What follows belongs to an exercise in optimizing a design on an open flow for small area, a short achievable clock period and few clock cycles per item; a production flow would make more cautious choices.
In this exercise RTL edits were held to simulation tests only and were not proved equivalent to the original.
Power figures rest on the tool's default switching activity, not on a simulated workload.

==> design.v <==
`timescale 1ns/1ps
module km_mdist (
  input  logic [15:0] a,
  input  logic [15:0] b,
  output logic [8:0]  d
);
  logic [8:0] ex, ey;
  logic [7:0] xx, xy;
  assign ex = {1'b0, a[15:8]} + {1'b0, ~b[15:8]};
  assign ey = {1'b0, a[7:0]} + {1'b0, ~b[7:0]};
  assign xx = ex[7:0] ^ {8{~ex[8]}};
  assign xy = ey[7:0] ^ {8{~ey[8]}};
  assign d  = {1'b0, xx} + {1'b0, xy} + {7'd0, ex[8] & ey[8], ex[8] ^ ey[8]};
endmodule
module km_argmin (
  input  logic [35:0] d,      
  output logic [1:0]  idx
);
  logic [8:0] d0, d1, d2, d3, m01, m23;
  logic       b01, b23, b;
  assign {d3, d2, d1, d0} = d;
  assign b01 = d1 < d0;
  assign b23 = d3 < d2;
  assign m01 = b01 ? d1 : d0;
  assign m23 = b23 ? d3 : d2;
  assign b   = m23 < m01;
  assign idx = b ? {1'b1, b23} : {1'b0, b01};
endmodule
module km_sum #(parameter int K = 2) (
  input  logic        clk,
  input  logic        clr,
  input  logic        div,
  input  logic [8:0]  inc0,
  input  logic [8:0]  inc1,
  input  logic [6:0]  n,
  output logic [13:0] q       
);
  logic [13:0] s;
  always_comb begin
    logic [6:0] t;
    q = s;
    for (int i = 0; i < K; i++) begin
      t = {q[13:8], q[7]};
      if (t >= n) begin
        t = t - n;
        q = {t[5:0], q[6:0], 1'b1};
      end else begin
        q = {t[5:0], q[6:0], 1'b0};
      end
    end
  end
  always_ff @(posedge clk) begin
    if (clr)      s <= '0;
    else if (div) s <= q;
    else          s <= s + {5'd0, inc0} + {5'd0, inc1};
  end
endmodule
module kmeans_top (
  input  logic        clk,
  input  logic        rst_n,
  input  logic        in_valid,
  input  logic [15:0] in_data,
  output logic        out_valid,
  output logic [15:0] out_data
);
  localparam int L  = 4;        
  localparam int T  = 64 / L;       
  localparam int K  = 2;        
  localparam int D  = 8 / K;        
  localparam logic [2:0] S_IDLE   = 3'd0;
  localparam logic [2:0] S_LOAD   = 3'd1;
  localparam logic [2:0] S_WAIT   = 3'd2;
  localparam logic [2:0] S_DIV    = 3'd3;
  localparam logic [2:0] S_STREAM = 3'd4;
  localparam logic [2:0] S_OUT    = 3'd5;
  logic [2:0]  st;
  logic [6:0]  cnt;
  logic        ld_v;
  logic [15:0] ring [64];
  logic [7:0]  cx [4];
  logic [7:0]  cy [4];
  logic [6:0]  n  [4];
  logic [63:0] cvec;
  logic [1:0]   a_q [L];
  logic [L-1:0] v2;
  logic [L-1:0] v1;
  always_ff @(posedge clk) begin
    ring[0] <= in_valid ? in_data : ring[63];
    for (int i = 1; i < 64; i++) ring[i] <= ring[i-1];
  end
  assign cvec = {cx[3], cy[3], cx[2], cy[2], cx[1], cy[1], cx[0], cy[0]};
  always_comb begin
    v1 = '0;
    if (st == S_STREAM) v1 = '1;
    v1[0] = v1[0] | ld_v;
  end
  logic [L-1:0] vA;
  for (genvar j = 0; j < L; j++) begin : g_lane
    logic [35:0] d, d_q;
    logic [1:0]  idx;
    km_mdist u_d0 (.a(ring[j*T]), .b(cvec[15:0]),  .d(d[8:0]));
    km_mdist u_d1 (.a(ring[j*T]), .b(cvec[31:16]), .d(d[17:9]));
    km_mdist u_d2 (.a(ring[j*T]), .b(cvec[47:32]), .d(d[26:18]));
    km_mdist u_d3 (.a(ring[j*T]), .b(cvec[63:48]), .d(d[35:27]));
    always_ff @(posedge clk) d_q <= d;
    km_argmin u_am (.d(d_q), .idx(idx));
    always_ff @(posedge clk) a_q[j] <= idx;
  end
  always_ff @(posedge clk) begin
    if (!rst_n) begin
      vA <= '0;
      v2 <= '0;
    end else begin
      vA <= v1;
      v2 <= vA;
    end
  end
  logic [7:0]  px [4];
  logic [7:0]  py [4];
  logic [8:0]  pair_x [2];
  logic [8:0]  pair_y [2];
  logic [3:0]  m [4];
  logic [13:0] qx [4];
  logic [13:0] qy [4];
  logic        clr, dv;
  logic        div_last;
  logic        changed;
  always_comb begin
    for (int j = 0; j < 4; j++) begin
      px[j] = ring[j*T+2][15:8];
      py[j] = ring[j*T+2][7:0];
      for (int k = 0; k < 4; k++) m[j][k] = v2[j] && (a_q[j] == k[1:0]);
    end
    for (int h = 0; h < 2; h++) begin
      pair_x[h] = {1'b0, px[2*h]} + {1'b0, px[2*h+1]};
      pair_y[h] = {1'b0, py[2*h]} + {1'b0, py[2*h+1]};
    end
  end
  assign div_last = (st == S_DIV) && (cnt == 7'(D - 1));
  assign clr      = (st == S_IDLE) || div_last;
  assign dv       = (st == S_DIV);
  for (genvar k = 0; k < 4; k++) begin : g_clu
    logic [8:0] hx [2];
    logic [8:0] hy [2];
    always_comb begin
      for (int h = 0; h < 2; h++) begin
        case ({m[2*h+1][k], m[2*h][k]})
          2'b11:   begin hx[h] = pair_x[h];          hy[h] = pair_y[h];          end
          2'b01:   begin hx[h] = {1'b0, px[2*h]};    hy[h] = {1'b0, py[2*h]};    end
          2'b10:   begin hx[h] = {1'b0, px[2*h+1]};  hy[h] = {1'b0, py[2*h+1]};  end
          default: begin hx[h] = '0;                 hy[h] = '0;                 end
        endcase
      end
    end
    km_sum #(.K(K)) u_sx (.clk(clk), .clr(clr), .div(dv), .inc0(hx[0]), .inc1(hx[1]), .n(n[k]), .q(qx[k]));
    km_sum #(.K(K)) u_sy (.clk(clk), .clr(clr), .div(dv), .inc0(hy[0]), .inc1(hy[1]), .n(n[k]), .q(qy[k]));
    always_ff @(posedge clk) begin
      if (clr)      n[k] <= '0;
      else if (!dv) n[k] <= n[k] + {6'd0, m[0][k]} + {6'd0, m[1][k]} + {6'd0, m[2][k]} + {6'd0, m[3][k]};
    end
  end
  always_comb begin
    changed = 1'b0;
    for (int k = 0; k < 4; k++) begin
      if (n[k] != 7'd0 && (qx[k][7:0] != cx[k] || qy[k][7:0] != cy[k])) changed = 1'b1;
    end
  end
  always_ff @(posedge clk) begin
    for (int k = 0; k < 4; k++) begin
      if (st == S_LOAD && cnt == 7'd4) begin
        cx[k] <= ring[3-k][15:8];
        cy[k] <= ring[3-k][7:0];
      end else if (div_last && n[k] != 7'd0) begin
        cx[k] <= qx[k][7:0];
        cy[k] <= qy[k][7:0];
      end
    end
  end
  always_ff @(posedge clk) begin
    if (!rst_n) begin
      st        <= S_IDLE;
      cnt       <= '0;
      ld_v      <= 1'b0;
      out_valid <= 1'b0;
    end else begin
      ld_v      <= (st == S_LOAD) && (cnt >= 7'd4);
      out_valid <= 1'b0;
      case (st)
        S_IDLE: begin
          cnt <= 7'd1;
          if (in_valid) st <= S_LOAD;
        end
        S_LOAD: begin
          cnt <= cnt + 7'd1;
          if (cnt == 7'd67) begin
            st  <= S_WAIT;
            cnt <= 7'd0;
          end
        end
        S_WAIT: begin
          cnt <= cnt + 7'd1;
          if (cnt == 7'd2) begin
            st  <= S_DIV;
            cnt <= 7'd0;
          end
        end
        S_DIV: begin
          cnt <= cnt + 7'd1;
          if (div_last) begin
            cnt <= 7'd0;
            if (changed) begin
              st <= S_STREAM;
            end else begin
              st        <= S_OUT;
              cnt       <= 7'd1;
              out_valid <= 1'b1;
            end
          end
        end
        S_STREAM: begin
          cnt <= cnt + 7'd1;
          if (cnt == 7'(T - 1)) begin
            st  <= S_WAIT;
            cnt <= 7'd1;
          end
        end
        S_OUT: begin
          cnt       <= cnt + 7'd1;
          out_valid <= 1'b1;
          if (cnt == 7'd3) st <= S_IDLE;
        end
        default: st <= S_IDLE;
      endcase
    end
  end
  always_ff @(posedge clk) begin
    if (!rst_n) out_data <= '0;
    else if (st == S_DIV) out_data <= {cx[0], cy[0]};
    else out_data <= {cx[cnt[1:0]], cy[cnt[1:0]]};
  end
endmodule
==> flow/run.sh <==
#!/bin/bash
set -euo pipefail
export BUFFER_PORTS_ARGS="-buffer_cell sky130_fd_sc_hd__buf_4"
export SETUP_SLACK_MARGIN=19.3
bash standard.sh finish > standard_flow.log 2>&1
==> standard.sh <==
#!/bin/bash
# synth_recipe.tcl (not shown) runs the flow's synth.tcl, then flattens the netlist and writes it again
# the make line also repeats each setting of config.mk as NAME=value (left out here)
make -C /OpenROAD-flow-scripts/flow DESIGN_CONFIG=/design/flow/config.mk WORK_HOME=/design/flow/orfs CLKGATE_MAP_FILE= SYNTH_SCRIPT=/design/flow/synth_recipe.tcl "${@:-finish}"
==> config.mk <==
export PLATFORM = sky130hd
export DESIGN_NAME = kmeans_top
export DESIGN_NICKNAME = kmeans_top
export VERILOG_FILES = /design/flow/design.v
export SDC_FILE = /design/flow/constraint.sdc
export NUM_CORES = 4
export LEC_CHECK = 0
export CAP_MARGIN = 20
export CORE_MARGIN = 2
export CORE_UTILIZATION = 65
export CTS_BUF_LIST = sky130_fd_sc_hd__clkbuf_16
export CTS_CLUSTER_DIAMETER = 60
export CTS_CLUSTER_SIZE = 30
export SLEW_MARGIN = 20
==> constraint.sdc <==
create_clock -name core_clock -period 25.0 [get_ports {clk}]
set_input_delay 5.0000 -clock core_clock [delete_from_list [all_inputs] [get_ports {clk}]]
set_output_delay 5.0000 -clock core_clock [all_outputs]
set_load 0.01 [all_outputs]
==> results of run 1 <==
-- worst max-delay path by stage --
stage	from	end	slack (ps)	cells after the start
3_5_place_dp	in_valid	st[0]	18680	7
5_1_grt	out_data[11]	out_data[11]	18810	1
4_1_cts	out_valid	out_valid	18800	1
6_report	out_valid	out_valid	18830	1
2_1_floorplan	in_valid	st[0]	19120	7
3_3_place_gp	in_valid	st[0]	18730	7
-- timing repair --
action | 4_1_cts | 5_1_grt
setup endpoints to repair | 17 | 28
gates resized for setup | 23 | 15
hold buffers | 0 | 0
buffers inserted | 0 | 3
-- sequential cells by signal, indices dropped and copies added, names as in the netlist --
name          count
out_valid         1
ld_v              1
cy               32
g_lane.d_q      144
cnt               7
n                28
g_clu.u_sx.s     56
vA                2
g_clu.u_sy.s     56
a_q               8
v2                2
st                3
out_data         16
cx               32
ring           1024
-- metrics by stage --
stage	hold slack [ps]	instances	setup slack (ps)
after floorplan	310	6609	19120
after global placement	310	7911	18730
after detailed placement	312	7912	18680
after CTS	305	8070	18800
after global routing	302	8073	18810
final	312	8083	18830
-- logic make-up after synthesis --
group,Yosys count
XOR/XNOR,710
adder cells (fa/ha/maj),1009
buffers and inverters,690
multiplexers,195
flip-flops,1412
AO/OA/AOI/OAI,1528
AND/OR/NAND/NOR,1065
-- worst register-to-register path, cell delays in order, from the launching register on --
cell,delay [ps]
dfxtp_1,890
ha_1,330
a21o_1,130
a21oi_1,90
o21bai_1,170
a21oi_1,120
o21bai_1,160
a21oi_1,100
xnor2_1,800
mux2i_1,170
o21ai_0,510
fa_1,520
ha_1,350
or3_1,340
o21ai_0,70
a21oi_1,80
a21o_1,240
nand2_1,90
xor2_1,150
a211oi_1,90
-- synth_stat cells, types with 16 or more instances --
library cell / number / area share
a211oi_1: 56 / 0.0061
a21o_1: 351 / 0.038
a21oi_1: 465 / 0.034
a222oi_1: 80 / 0.012
a31oi_1: 42 / 0.0038
buf_1: 16 / 0.00087
buf_2: 50 / 0.0036
clkbuf_1: 98 / 0.0053
dfxtp_1: 1348 / 0.39
edfxtp_1: 64 / 0.028
fa_1: 192 / 0.056
ha_1: 817 / 0.15
inv_1: 518 / 0.028
mux2_2: 112 / 0.018
mux2i_1: 80 / 0.012
nand2_1: 272 / 0.015
nand2b_1: 46 / 0.0042
nand3_1: 37 / 0.0027
nand4_1: 35 / 0.0032
nor2_1: 317 / 0.017
nor2b_1: 141 / 0.013
nor3_1: 107 / 0.0077
o211a_1: 19 / 0.0028
o211ai_1: 19 / 0.0021
o21a_1: 20 / 0.0022
o21ai_0: 228 / 0.017
o21bai_1: 135 / 0.015
xnor2_1: 507 / 0.064
xor2_1: 203 / 0.026
-- area by class of cell --
type / count / area [um2]
fill: 7818 / 31000
clock buffer: 92 / 2300
timing repair buffer: 82 / 699
tap: 1391 / 1740
antenna: 10 / 25.0
clock inverter: 66 / 1150
sequential: 1412 / 28900
multi-input combinational: 4507 / 37600
inverter: 523 / 1970
-- where the power goes --
part           leakage [nW]  switching [mW]  internal, mW
registers              11.8           0.173          2.50
logic                  20.5            1.43          1.00
clock network          1.65           0.936         0.767
total                  33.9            2.53          4.27
-- per-layer routing --
layer  GRT usage  vias to the layer above
met5           0                        -
met4       0.237                       12
met3      0.0948                      689
met2       0.555                     2307
met1       0.497                    23400
li1            -                    22900
==> flow_metrics.tcl, run 1 <==
set metrics [dict create \
    grt_util_all_layers 0.377 \
    hold_end "ring[5][10]" \
    reg2reg_from "ring[34][0]" \
    route.met3.wl_mm 22.3 \
    wirelength_mm 207 \
    ys_seq_elements 1412 \
    post-route-period-util 0.247 \
    top_layer "met5" \
    port_buffers 35 \
    ys_types 89 \
    clock_sinks 1412 \
    synthToLayoutAreaGrowth_pct 7.65 \
    hold_class "reg2reg" \
    critical_path.cell_chain "buf_6" \
    worstMarginPinSlew_ps 1180 \
    synth_area_mm2 0.0692 \
    timing.slew.headroom 0.214 \
    postPlaceCellArea_mm2 0.0708 \
    cts.reportedPaths.clkPinSlew_ps 100 \
    critPathTopFamily "flip-flops" \
    synthXorXnorAreaFrac 0.0899 \
    rows 119 \
    synth-simple-area-share 0.0738 \
    synth_top_family_by_area "adder cells" \
    ant_nets 0 \
    hold_start "ring[4][10]" \
    setup_tns_ps 0 \
    die_height_um 330 \
    core_mm2 0.105 \
    insertion_delay_ps 740 \
    worst_ep_arrival_time_ps 1170 \
    hold_viol_final 0 \
    grt_pass1_wl_mm 299 \
    power.total_mw 6.80 \
    post-dp-hpwl_mm 154 \
    synth_fp_nets 7637 \
    slowest_delay_ps 360 \
    critPathBufInv 1 \
    fin_nets 7645 \
    critical_path_class "reg2out" \
    drtIter0Drc 5596 \
    wl_per_cell_um 25.6 \
    r2r-end "g_clu[0].u_sy.s[11]" \
    synth-adder-area-share 0.203 \
    synth_edf_count 64 \
    design.die.area_mm2 0.109 \
    synthArstFlopShare 0 \
    required_ps 20000 \
    fin_worst_skew_ps 42.1 \
    fin_util 0.706 \
    gr-total-overflow 0 \
    wl_met2_mm 85.7 \
    first_global_vias 47400 \
    htree_levels 3 \
    grt_antenna_before_repair 23 \
    irDropWorstVdd_v 0.0000856 \
    initial_core_util 0.656 \
    p_per_area_mw_per_mm2 91.4 \
    end_kind "output pin" \
    ys_seq_area_frac 0.418 \
    cts-root-buf "clkbuf_16" \
    yosysWarnings 40 \
    r2r_slack_ps 19440 \
    maxCapViolations 0 \
    cp-start-kind "flop" \
    cp_max_fo 1 \
    worst_hold_path.num_cells 0 \
    place_congestion 1.05 \
    grt_max_degree 78 \
    fmax_ghz 0.162 \
    drv_slew 0 \
    muxShareOfSynthArea 0.0304 \
    synthCells 6609 \
    chipWidth_um 330 \
    final_area_mm2 0.0744 \
    synth_area_per_cell_um2 10.5 \
    rsz0062_at_grt "yes" \
    drc 0 \
    reg2regPathDepth 19 \
    leakage_nw 33.9 \
    vias 49300 \
    vias_per_cell 6.10 \
    cts_buffers 91 \
    clock_path_buffers 3 \
    synth_compound_area_frac 0.146 \
    critPathSlowestCell "dfxtp_2" \
    status "no timing/DRC/antenna violations" \
    drtPass1Iterations 22 \
    m1WireLength_mm 83.4 \
    cts_tree "built" \
    synthFlopType "dfxtp_1" \
    setup_viol_count_final 0 \
    final_common_cell "dfxtp_1" \
    period_minus_slack_ps 6170 \
    top_level_ports 36 \
    drive_above_1_share 0.0617 \
    final_cell_mix "dfxtp_1, ha_1, inv_1" \
]
Testbench counts, summed over its fixed seeds: cycles 23,838, jobs 144.
==> run 2: changes to the inputs <==
--- a/flow/run.sh
+++ b/flow/run.sh
@@ -4,2 +4,3 @@
 export SETUP_SLACK_MARGIN=19.3
+export CTS_ARGS="-sink_clustering_enable -repair_clock_nets -sink_clustering_size 30 -sink_clustering_max_diameter 60 -buf_list sky130_fd_sc_hd__clkbuf_16 -dont_use_dummy_load"
 bash standard.sh finish > standard_flow.log 2>&1
--- a/config.mk
+++ b/config.mk
@@ -10,5 +10,2 @@
 export CORE_UTILIZATION = 65
-export CTS_BUF_LIST = sky130_fd_sc_hd__clkbuf_16
-export CTS_CLUSTER_DIAMETER = 60
-export CTS_CLUSTER_SIZE = 30
 export SLEW_MARGIN = 20
==> run 2 against run 1 <==
First-iteration DRC count shrank 0.50%; largest power group unchanged; via count shrank 0.74%; fmax grew 0.93%; wire length shrank 0.24%; clock skew grew 75 ps; hold slack lost 62 ps; synthesized cell count is the same; sequential share of layout area grew 0.63 points; sequential power is essentially flat; design area shrank 1.6%; still clean on timing, DRC and antenna.
==> flow_metrics.tcl, run 2 <==
set metrics [dict create \
    synth_area_per_cell_um2 10.5 \
    die_height_um 330 \
    clock_path_buffers 3 \
    gr-total-overflow 0 \
    maxCapViolations 0 \
    synthFlopType "dfxtp_1" \
    synth_edf_count 64 \
    slowest_delay_ps 330 \
    synth_fp_nets 7637 \
    cts-root-buf "clkbuf_16" \
    grt_pass1_wl_mm 298 \
    wl_per_cell_um 25.8 \
    hold_start "ring[4][10]" \
    setup_tns_ps 0 \
    cts_buffers 91 \
    fin_nets 7645 \
    synth_top_area_frac 0.390 \
    cp-startpoint "out_data[11]" \
    synthToLayoutAreaGrowth_pct 5.95 \
    worst_ep_arrival_time_ps 1110 \
    whs_ps 250 \
    drive_above_1_share 0.0540 \
    status "no timing/DRC/antenna violations" \
    largest_register "ring" \
    cts.reportedPaths.clkPinSlew_ps 100 \
    top_level_ports 36 \
    timing.slew.headroom 0.167 \
    synth_compound_area_frac 0.146 \
    synth_area_mm2 0.0692 \
    rsz0062_at_grt "yes" \
    yosysMostFrequentCell "dfxtp_1" \
    synth-adder-area-share 0.203 \
    rows 119 \
    end_kind "output pin" \
    place_ws_ps 18680 \
    reg_top3 "ring: 1024 flops, g_lane.d_q: 144 flops" \
    design.die.area_mm2 0.109 \
    synth-simple-area-share 0.0738 \
    largest_register_ffs 1024 \
    fin_worst_skew_ps 117 \
    initial_core_util 0.656 \
    grt_util_all_layers 0.375 \
    setup_slack_ps 18890 \
    hold_viol_final 0 \
    synthArstFlopShare 0 \
    hold_buffers 0 \
    chipWidth_um 330 \
    final_cell_mix "dfxtp_1, ha_1, inv_1" \
    critical_path.cell_chain "buf_6" \
    leakage_nw 33.3 \
    hold_class "reg2reg" \
    post-route-period-util 0.244 \
    ys_seq_elements 1412 \
    ant_nets 0 \
    yosysWarnings 40 \
    drc 0 \
    final_common_cell "dfxtp_1" \
    htree_levels 3 \
    vias 48900 \
    reg2reg_from "ring[34][0]" \
    core_mm2 0.105 \
    grt_max_degree 78 \
    synthXorXnorAreaFrac 0.0899 \
    first_global_vias 47000 \
    cts_tree "built" \
    synth_top_family_by_area "adder cells" \
    synth_common_cells "dfxtp_1, ha_1, inv_1" \
    critical_path_class "reg2out" \
    drv_slew 0 \
    post-dp-hpwl_mm 154 \
    ys_types 89 \
    cp-start-kind "flop" \
    setup_viol_count_final 0 \
    worstMarginPinSlew_ps 1250 \
    synthCells 6609 \
    insertion_delay_ps 740 \
    p_per_area_mw_per_mm2 88.2 \
    critPathTopFamily "flip-flops" \
    drtPass1Iterations 22 \
    irDropWorstVdd_v 0.0000827 \
    wirelength_mm 206 \
    cp_max_fo 1 \
    required_ps 20000 \
    synth_largest_area_cell "dfxtp_1" \
    synthTopCellsByArea "dfxtp_1, ha_1, xnor2_1" \
    fmax_ghz 0.164 \
    period_minus_slack_ps 6110 \
    postPlaceCellArea_mm2 0.0708 \
    ys_seq_area_frac 0.418 \
    muxShareOfSynthArea 0.0304 \
    grt_antenna_before_repair 19 \
    final_area_mm2 0.0733 \
    vias_per_cell 6.11 \
    critPathSlowestCell "dfxtp_2" \
    critPathBufInv 1 \
    place_congestion 1.05 \
    drtIter0Drc 5568 \
    clock_sinks 1412 \
    port_buffers 35 \
]
run 2: cell counts after synthesis:
No cell type changed its count.
run 2: cell type report:
type	instances	area [um2]
fillers	7971	32200
well taps	1391	1740
flip-flops and latches	1412	28900
clock buffers	91	2280
multi-input cells	4507	37600
inverters	523	1970
diodes	7	17.5
repair buffers	82	703
run 2: worst paths after layout:
kind                         end  slack (ps)  cells after the start
min                  ring[5][10]         250                      0
max reg2reg  g_clu[2].u_sy.s[13]       19440                     17
max                 out_data[11]       18890                      1
min reg2reg          ring[5][10]         250                      0
run 2: power breakdown:
| group | total [mW] | internal, mW | switching (mW) |
|---|---|---|---|
| sequential | 2.68 | 2.50 | 0.173 |
| combinational | 2.42 | 1.00 | 1.42 |
| clock | 1.37 | 0.642 | 0.724 |
run 2: timing repair:
action,4_1_cts,5_1_grt
setup buffers,0,3
gates resized for setup,22,18
setup endpoints to repair,17,27
run 2: cells by family after synthesis:
kind of cell	after synthesis
adder cells (fa/ha/maj)	1009
flip-flops	1412
buffers and inverters	690
AND/OR/NAND/NOR	1065
AO/OA/AOI/OAI	1528
multiplexers	195
XOR/XNOR	710
run 2: per-stage QoR:
step / total power, mW / util / instances
floorplan: 4.40 / - / 6609
global placement: 5.02 / 0.672 / 7911
detailed placement: 5.07 / 0.672 / 7912
CTS: 6.44 / 0.694 / 8003
global route: 6.83 / 0.695 / 8006
finish: 6.46 / 0.695 / 8013
run 2: per-layer routing:
metal / vias to the layer above / global-route usage / wire [um]
met2: 2290 / 0.563 / 86400
met4: 6 / 0.207 / 13500
met3: 618 / 0.0940 / 22300
li1: 22800 / - / -
met1: 23200 / 0.496 / 84100
met5: - / 0 / 107

## afterwards: timing with drivers on the ports
The results above use ideal ports. As a check the final layouts listed here were re-extracted and re-timed, cells and wires unchanged.
Step 1, drivers: a clkbuf_16 drives clk and a buf_2 each remaining input, both assumed.
Step 2 also shifts input and output timing later by t, the mid clock arrival at the registers, as if the neighbouring blocks saw the same clock.
Three values: ideal, step 1, step 2; two values: the first two.
run | shift t [ns] | setup slack, ns | latest minus earliest clock arrival (ns)
run 1 | 0.795 | 18.835 / 18.760 / 18.620 | 0.044 / 0.044
run 2 | 0.755 | 18.892 / 18.818 / 18.696 | 0.121 / 0.121
After both steps every run listed still meets setup and hold. The setup slack of run 1, which loses most, moves by -0.075 ns with the drivers and by -0.215 ns with both steps.
